Context: an optimization exercise on an open-source flow, tuned for small area, a short achievable clock period and few clock cycles per item. The choices shown serve that exercise and are no tape-out recipe.
No functional check of the RTL was part of any run shown here.

==> flow/design.v, too long to show whole: its modules and the start of the top module <==
// module hslrgb_mul_c: 693 lines
// module hslrgb_mul_x: 696 lines
// module hslrgb_div: 517 lines
// module hslrgb_fa: 7 lines
// module hslrgb_ha: 7 lines
// module hsl_to_rgb_converter_unit: 122 lines
module hsl_to_rgb_converter_unit #(
  parameter int FRACTION_BITS = hslrgb_pkg::FRACTION_BITS
) (
  input  logic             clk,
  input  logic             rst_n,
  input  logic             in_valid,
  output logic             in_stall,
  input  hslrgb_pkg::hsl_t in_data,
  output logic             out_valid,
  input  logic             out_stall,
  output hslrgb_pkg::rgb_t out_data
);
  // ...
==> flow/run.sh <==
#!/bin/bash
# synth_recipe.tcl (not shown) runs the flow's synth.tcl, then flattens the netlist and writes it again
# the make line also repeats each setting of config.mk as NAME=value (left out here)
make -C /OpenROAD-flow-scripts/flow DESIGN_CONFIG=/design/flow/config.mk WORK_HOME=/design/flow/orfs CLKGATE_MAP_FILE= SYNTH_SCRIPT=/design/flow/synth_recipe.tcl finish
==> flow/config.mk <==
export PLATFORM = sky130hd
export DESIGN_NAME = hsl_to_rgb_converter_unit
export DESIGN_NICKNAME = hsl_to_rgb_converter_unit
export VERILOG_FILES = /design/flow/design.v
export SDC_FILE = /design/flow/constraint.sdc
export NUM_CORES = 4
export LEC_CHECK = 0
export CAP_MARGIN = 20
export CORE_MARGIN = 2
export CORE_UTILIZATION = 40
export PLACE_DENSITY = 0.6
export SETUP_SLACK_MARGIN = 1.5
export SLEW_MARGIN = 20
export SYNTH_HIERARCHICAL = 1
==> flow/constraint.sdc <==
create_clock -name core_clock -period 7.0 [get_ports {clk}]
set_input_delay 1.4000 -clock core_clock [delete_from_list [all_inputs] [get_ports {clk}]]
set_output_delay 1.4000 -clock core_clock [all_outputs]
set_load 0.01 [all_outputs]
==> out/results.ini, run 1 <==
[synthesis]
postSynthCellCount=1903
async_flop_share_pct=0
synth_compound_area_share_pct=12.3
synthFlopType=edfxtp_1
synthMuxAreaShare_pct=0.947
synth_top_family_by_area=adder cells

[critical_path]
cpPeakStageDelay_ps=620
cp.arrival_ps=5480
worst-path-buf-inv=1
reg2reg_from=s0_s_r[11]

[sta]
layout_min_cycle_time_ps=5280
tightest_slew_ps=947
slew_headroom_pct=36.9
whs_ps=412
fin_ws_ps=1720
finalCritPeriodShare_pct=75.5

[final_layout]
final-instance-count-excl-fill=2652
fin_util_pct=46.0
area_delta_synth_final_pct=14.1
top_register=out_r

[detailed_routing]
vias_per_cell=5.30
top_layer=met4
drc=0
m1WireLength_um=19500

[cts]
clk_latency_ps=450
post_cts_buffers=10

[grt]
grt_antenna_before_repair=0
grtUsageMet2_pct=31.0
overflow=0

[place]
placed_cell_area_um2=20400
placed_cells_incl_taps=2518

[worst_hold_path]
holdPathEnd=s1_k_r[10]

[floorplanning]
core_area_um2=47500
taps=615

[run_status]
outcome=timing/DRC/antenna clean

==> module hsl_to_rgb_converter_unit, before the edit <==
module hsl_to_rgb_converter_unit #(
  parameter int FRACTION_BITS = hslrgb_pkg::FRACTION_BITS
) (
  input  logic             clk,
  input  logic             rst_n,
  input  logic             in_valid,
  output logic             in_stall,
  input  hslrgb_pkg::hsl_t in_data,
  output logic             out_valid,
  input  logic             out_stall,
  output hslrgb_pkg::rgb_t out_data
);
  logic       en;
  logic [3:0] vld_r;
  assign en       = !(vld_r[3] && out_stall);
  assign in_stall = !en;
  always_ff @(posedge clk) begin
    if (!rst_n) begin
      vld_r <= '0;
    end else if (en) begin
      vld_r <= {vld_r[2:0], in_valid};
    end
  end
  logic [11:0] lmin;
  logic        lhi;
  logic [6:0]  hh;
  logic [7:0]  hlo;
  logic [2:0]  sect;
  logic [3:0]  frac_hi;
  logic [11:0] k;
  always_comb begin
    lhi = in_data.lightness[12] | in_data.lightness[11];
    if (in_data.lightness[12])
      lmin = '0;
    else if (in_data.lightness[11])
      lmin = 12'd0 - in_data.lightness[11:0];
    else
      lmin = in_data.lightness[11:0];
    hh  = in_data.hue[14:8];
    hlo = in_data.hue[7:0];
    if (hh >= 7'd90) begin
      sect    = 3'd5;
      frac_hi = 4'd0;
    end else begin
      sect    = 3'(hh / 7'd15);
      frac_hi = 4'(hh % 7'd15);
    end
    if (hh >= 7'd90)
      k = '0;
    else if (sect[0])
      k = {4'd14 - frac_hi, ~hlo} + 12'd1;    
    else
      k = {frac_hi, hlo};                     
  end
  logic [11:0] s0_m_r, s0_k_r;
  logic [12:0] s0_s_r;
  logic        s0_lhi_r;
  logic [2:0]  s0_sect_r;
  logic [12:0] c, lig;
  hslrgb_mul_c u_mul_c (
    .a_i    (s0_m_r),
    .b_i    (s0_s_r),
    .prod_o (c)
  );
  always_comb begin
    lig = s0_lhi_r ? (13'd4096 - 13'(s0_m_r)) : 13'(s0_m_r);
  end
  logic [12:0] s1_c_r, s1_l_r;
  logic [11:0] s1_k_r;
  logic [2:0]  s1_sect_r;
  logic [15:0] q;
  logic [12:0] m0, peak;
  hslrgb_mul_x u_mul_x (
    .a_i    (s1_c_r),
    .b_i    (s1_k_r),
    .prod_o (q)
  );
  always_comb begin
    m0   = s1_l_r - (s1_c_r >> 1);
    peak = s1_l_r + (s1_c_r >> 1) + 13'(s1_c_r[0]);
  end
  logic [15:0] s2_q_r;
  logic [12:0] s2_m_r, s2_p_r;
  logic [2:0]  s2_sect_r;
  logic [12:0] xm;
  hslrgb_pkg::rgb_t out_r, out_nxt;
  hslrgb_div u_div (
    .q_i   (s2_q_r),
    .add_i (s2_m_r),
    .sum_o (xm)
  );
  always_comb begin
    case (s2_sect_r)
      3'd0:    out_nxt = {s2_p_r, xm,     s2_m_r};
      3'd1:    out_nxt = {xm,     s2_p_r, s2_m_r};
      3'd2:    out_nxt = {s2_m_r, s2_p_r, xm};
      3'd3:    out_nxt = {s2_m_r, xm,     s2_p_r};
      3'd4:    out_nxt = {xm,     s2_m_r, s2_p_r};
      default: out_nxt = {s2_p_r, s2_m_r, xm};
    endcase
  end
  always_ff @(posedge clk) begin
    if (en) begin
      s0_m_r     <= lmin;
      s0_lhi_r   <= lhi;
      s0_s_r     <= in_data.saturation[12] ? 13'd4096 : in_data.saturation;
      s0_k_r     <= k;
      s0_sect_r  <= sect;
      s1_c_r     <= c;
      s1_l_r     <= lig;
      s1_k_r     <= s0_k_r;
      s1_sect_r  <= s0_sect_r;
      s2_q_r     <= q;
      s2_m_r     <= m0;
      s2_p_r     <= peak;
      s2_sect_r  <= s1_sect_r;
      out_r      <= out_nxt;
    end
  end
  assign out_valid = vld_r[3];
  assign out_data  = out_r;
endmodule
==> inputs of run 2 (changes only) <==
--- a/flow/design.v
+++ b/flow/design.v
@@ -1952,14 +1952,14 @@
   output hslrgb_pkg::rgb_t out_data
 );
   logic       en;
-  logic [3:0] vld_r;
-  assign en       = !(vld_r[3] && out_stall);
+  logic [2:0] vld_r;
+  assign en       = !(vld_r[2] && out_stall);
   assign in_stall = !en;
   always_ff @(posedge clk) begin
     if (!rst_n) begin
       vld_r <= '0;
     end else if (en) begin
-      vld_r <= {vld_r[2:0], in_valid};
+      vld_r <= {vld_r[1:0], in_valid};
     end
   end
   logic [11:0] lmin;
@@ -2024,7 +2024,6 @@
   logic [12:0] s2_m_r, s2_p_r;
   logic [2:0]  s2_sect_r;
   logic [12:0] xm;
-  hslrgb_pkg::rgb_t out_r, out_nxt;
   hslrgb_div u_div (
     .q_i   (s2_q_r),
     .add_i (s2_m_r),
@@ -2032,12 +2031,12 @@
   );
   always_comb begin
     case (s2_sect_r)
-      3'd0:    out_nxt = {s2_p_r, xm,     s2_m_r};
-      3'd1:    out_nxt = {xm,     s2_p_r, s2_m_r};
-      3'd2:    out_nxt = {s2_m_r, s2_p_r, xm};
-      3'd3:    out_nxt = {s2_m_r, xm,     s2_p_r};
-      3'd4:    out_nxt = {xm,     s2_m_r, s2_p_r};
-      default: out_nxt = {s2_p_r, s2_m_r, xm};
+      3'd0:    out_data = {s2_p_r, xm,     s2_m_r};
+      3'd1:    out_data = {xm,     s2_p_r, s2_m_r};
+      3'd2:    out_data = {s2_m_r, s2_p_r, xm};
+      3'd3:    out_data = {s2_m_r, xm,     s2_p_r};
+      3'd4:    out_data = {xm,     s2_m_r, s2_p_r};
+      default: out_data = {s2_p_r, s2_m_r, xm};
     endcase
   end
   always_ff @(posedge clk) begin
@@ -2055,9 +2054,7 @@
       s2_m_r     <= m0;
       s2_p_r     <= peak;
       s2_sect_r  <= s1_sect_r;
-      out_r      <= out_nxt;
     end
   end
-  assign out_valid = vld_r[3];
-  assign out_data  = out_r;
+  assign out_valid = vld_r[2];
 endmodule
==> out/results.ini, run 2 <==
[critical_path]
cpPeakStageDelay_ps=520  ; was 620 ps
cp.arrival_ps=4670  ; was 5480 ps
crit_type=flop to output pin  ; was flop to flop
slowest_stage=fa_1  ; was edfxtp_1
path_cells=ha_1 > fa_1 > fa_1 > ha_4 > nand4_1 > a211oi_2 > a211oi_2 > buf_4 > buf_4 > buf_6 > fa_2 > xnor2_2 > buf_4 > a211oi_2 > a221oi_2 > buf_2  ; was nand2_1 > fa_1 > fa_1 > fa_1 > fa_1 > fa_1 > inv_1 > ha_1 > nand4_1 > or4_1 > a21oi_2 > o31ai_1 > mux2i_1 > nand3_1
worstPathMaxFanout=4  ; was 12
end_kind=output pin  ; was flop
crit_family=adder cells  ; unchanged
required_ps=5600  ; was 7190 ps
worst-path-buf-inv=5  ; was 1
worstSetupStartpointType=flop  ; unchanged

[final_layout]
largest_reg_flops=16  ; was 39
final_common_cell=nand2_1  ; unchanged
most-common-layout-cells=nand2_1, fa_1, inv_1  ; was nand2_1, fa_1, edfxtp_1
drive_gt1_share_pct=14.8  ; was 8.30%
design_area_um2=21300  ; was 21900 µm²
top_register=s2_q_r  ; was out_r
num_antenna_cells=0  ; unchanged
nNetsFinal=2477  ; was 2460
area_delta_synth_final_pct=17.3  ; was 14.1%

[sta]
tns_ps=0  ; unchanged
finalCritPeriodShare_pct=86.7  ; was 75.5%
fin_skew_ps=8.63  ; was 17.9 ps
grt_setup_unrepaired=yes  ; was no
max_freq_mhz=165  ; was 189 MHz
slew_headroom_pct=33.8  ; was 36.9%
final_hold_viol_count=0  ; unchanged
tightest_slew_ps=994  ; was 947 ps
slew_violations=0  ; unchanged
setup_viol=0  ; unchanged
layout_min_cycle_time_ps=6070  ; was 5280 ps

[cts]
cts_tree=yes  ; unchanged
numCtsBuffers=17  ; unchanged
path_clk_slew_ps=60  ; about the same
htreeDepth=4  ; unchanged
hold_buffers=0  ; unchanged
clockRootBuffer=clkbuf_16  ; unchanged
cts.sinks=130  ; was 170
clk_latency_ps=440  ; was 450 ps
cts.path.max_buffers=2  ; unchanged

[synthesis]
yosysWarnings=7  ; unchanged
synthesis.area_um2=18200  ; was 19200 µm²
synth.yosys.seq_area_share_pct=21.3  ; was 26.4%
synth.most_common_cell=nand2_1  ; unchanged
synth_area_leaders=fa_1, edfxtp_1, nand2_1, ha_1, inv_1  ; unchanged
synth.avg_cell_area_um2=9.56  ; was 10.1 µm²
yosysTopAreaCellShare_pct=30.3  ; was 28.7%
synth_top_cells_by_count=nand2_1, fa_1, inv_1  ; was nand2_1, fa_1, edfxtp_1
postSynthCellCount=1900  ; was 1903
synth_edf_count=127  ; was 166
async_flop_share_pct=0  ; unchanged
yosysUniqueCellTypes=87  ; unchanged
ys_seq_elements=130  ; was 170
yosys.area.top_type=fa_1  ; unchanged
synthFlopType=edfxtp_1  ; unchanged

[place]
placed_cell_area_um2=19400  ; was 20400 µm²
gp_congestion=0.898  ; was 0.849
place_hpwl_um=33400  ; was 33000 µm
io_buffers=85  ; unchanged

[detailed_routing]
vias=14300  ; was 14.1k
drt-wirelength-per-cell_um=17.3  ; was 16.6 µm
vias_per_cell=5.40  ; was 5.30
drtPass1Iterations=7  ; was 5
wl_um=45900  ; was 44100 µm
drtIter0Drc=1020  ; was 927
antenna_left=0  ; unchanged
drc=0  ; unchanged

[floorplanning]
die_h_um=217  ; was 223 µm
start_util_pct=40.3  ; about the same
dieArea_um2=47100  ; was 49700 µm²
boundaryPins=86  ; unchanged
placementRows=78  ; was 80
core_area_um2=45100  ; was 47500 µm²
die_w_um=217  ; was 223 µm

[run_status]
outcome=timing/DRC/antenna clean  ; unchanged

[grt]
grt_antenna_before_repair=0  ; unchanged
grt_pass1_wl_um=75400  ; was 71800 µm
grt_max_degree=131  ; was 107
grt.total_usage_pct=19.9  ; was 18.0%
grt_pass1_vias=14900  ; was 14.1k
overflow=0  ; unchanged

[worst_hold_path]
hold_path_class=flop to flop  ; unchanged

[job]
drv_cap=0  ; unchanged

-- run 2: area by class of cell --
| class | instances | area [µm²] |
|---|---|---|
| Fill cell | 4286 | 23800 |
| Multi-Input combinational cell | 1534 | 13800 |
| Sequential cell | 130 | 3870 |
| Timing Repair Buffer | 220 | 1760 |
| Tap cell | 600 | 751 |
| Inverter | 138 | 520 |
| Clock buffer | 18 | 429 |
| Clock inverter | 13 | 174 |
-- run 2: path summary, 6_finish.rpt --
| check | end | depth (start not counted) | slack (ps) | from |
|---|---|---|---|---|
| setup / recovery | out_data[27] | 16 | 930 | s2_q_r[11] |
| hold / removal | s1_k_r[11] | 0 | 420 | s0_k_r[11] |
| setup reg to reg | s2_q_r[15] | 16 | 1810 | s1_c_r[5] |
| hold reg to reg | s1_k_r[11] | 0 | 420 | s0_k_r[11] |
-- run 2: routing by layer --
layer  vias up  share of wire (%)  global-route usage, %
met1      7200                 44                   25.7
met4         0                2.0                   5.37
met5         -                  0                      0
met2       356                 50                   35.1
li1       6709                  -                      -
met3        65                4.0                   2.38
-- run 2: modules after synthesis, one instance, submodules excluded --
module / cells / area [µm²]
hslrgb_div: 108 / 902
hslrgb_fa: 1 / 20.0
hslrgb_mul_c: 375 / 1940
hslrgb_mul_x: 347 / 1760
hsl_to_rgb_converter_unit: 782 / 7960
hslrgb_ha: 1 / 12.5
-- run 2: cells by family after synthesis --
logic type      Yosys count  share of synthesized area (%)
compound gates          356                           13.2
xor+xnor                 79                           3.81
fa+ha+maj               391                           38.3
buf+inv                 257                           5.75
flops                   130                           21.3
mux                      16                          0.889
other cells               3                         0.0620
simple gates            668                           16.7
-- run 2: repair_timing --
| item | CTS | global route |
|---|---|---|
| endpoints found under the setup margin | 47 | 53 |
| buffers inserted | 73 | 57 |
| hold endpoints to repair | 0 | 0 |
| pin swaps | 50 | 27 |
| gates resized for setup | 222 | 48 |
-- run 2: through the flow --
stage          std cells  hold slack (ps)  setup slack [ps]  util (%)
2_1_floorplan       1921              400              1550         -
3_3_place_gp        2492              401               562      43.0
3_5_place_dp        2492              405               470      43.0
4_1_cts             2596              417               941      45.9
5_1_grt             2653              429               757      47.2
6_report            2653              417               932      47.2

## re-timing with driven ports
The flow's constraints put no driver on any port. The routed layouts listed below were extracted and timed again, unchanged, in two steps.
Step 1 sets driving cells, clkbuf_16 on the clock port and buf_2 on the other inputs (assumed; they add their load-dependent delay and slew).
Step 2 adds t to the input delays and takes it off the output delays; t is the mean of the earliest and latest rising clock arrival at the registers after step 1. Input paths then give back, and output paths get back, about the clock's delay inside the block.
a / b / c = ideal ports / drivers / drivers and shift; a / b = the first two.
| run | shift t [ns] | slack for setup (ns) | worst register clock-pin slew, ns |
|---|---|---|---|
| run 1 | 0.497 | 1.715 / 1.715 / 1.715 | 0.07 / 0.07 |
| run 2 | 0.483 | 0.932 / 0.881 / 1.364 | 0.07 / 0.07 |
After both steps setup and hold are still met in every run listed.
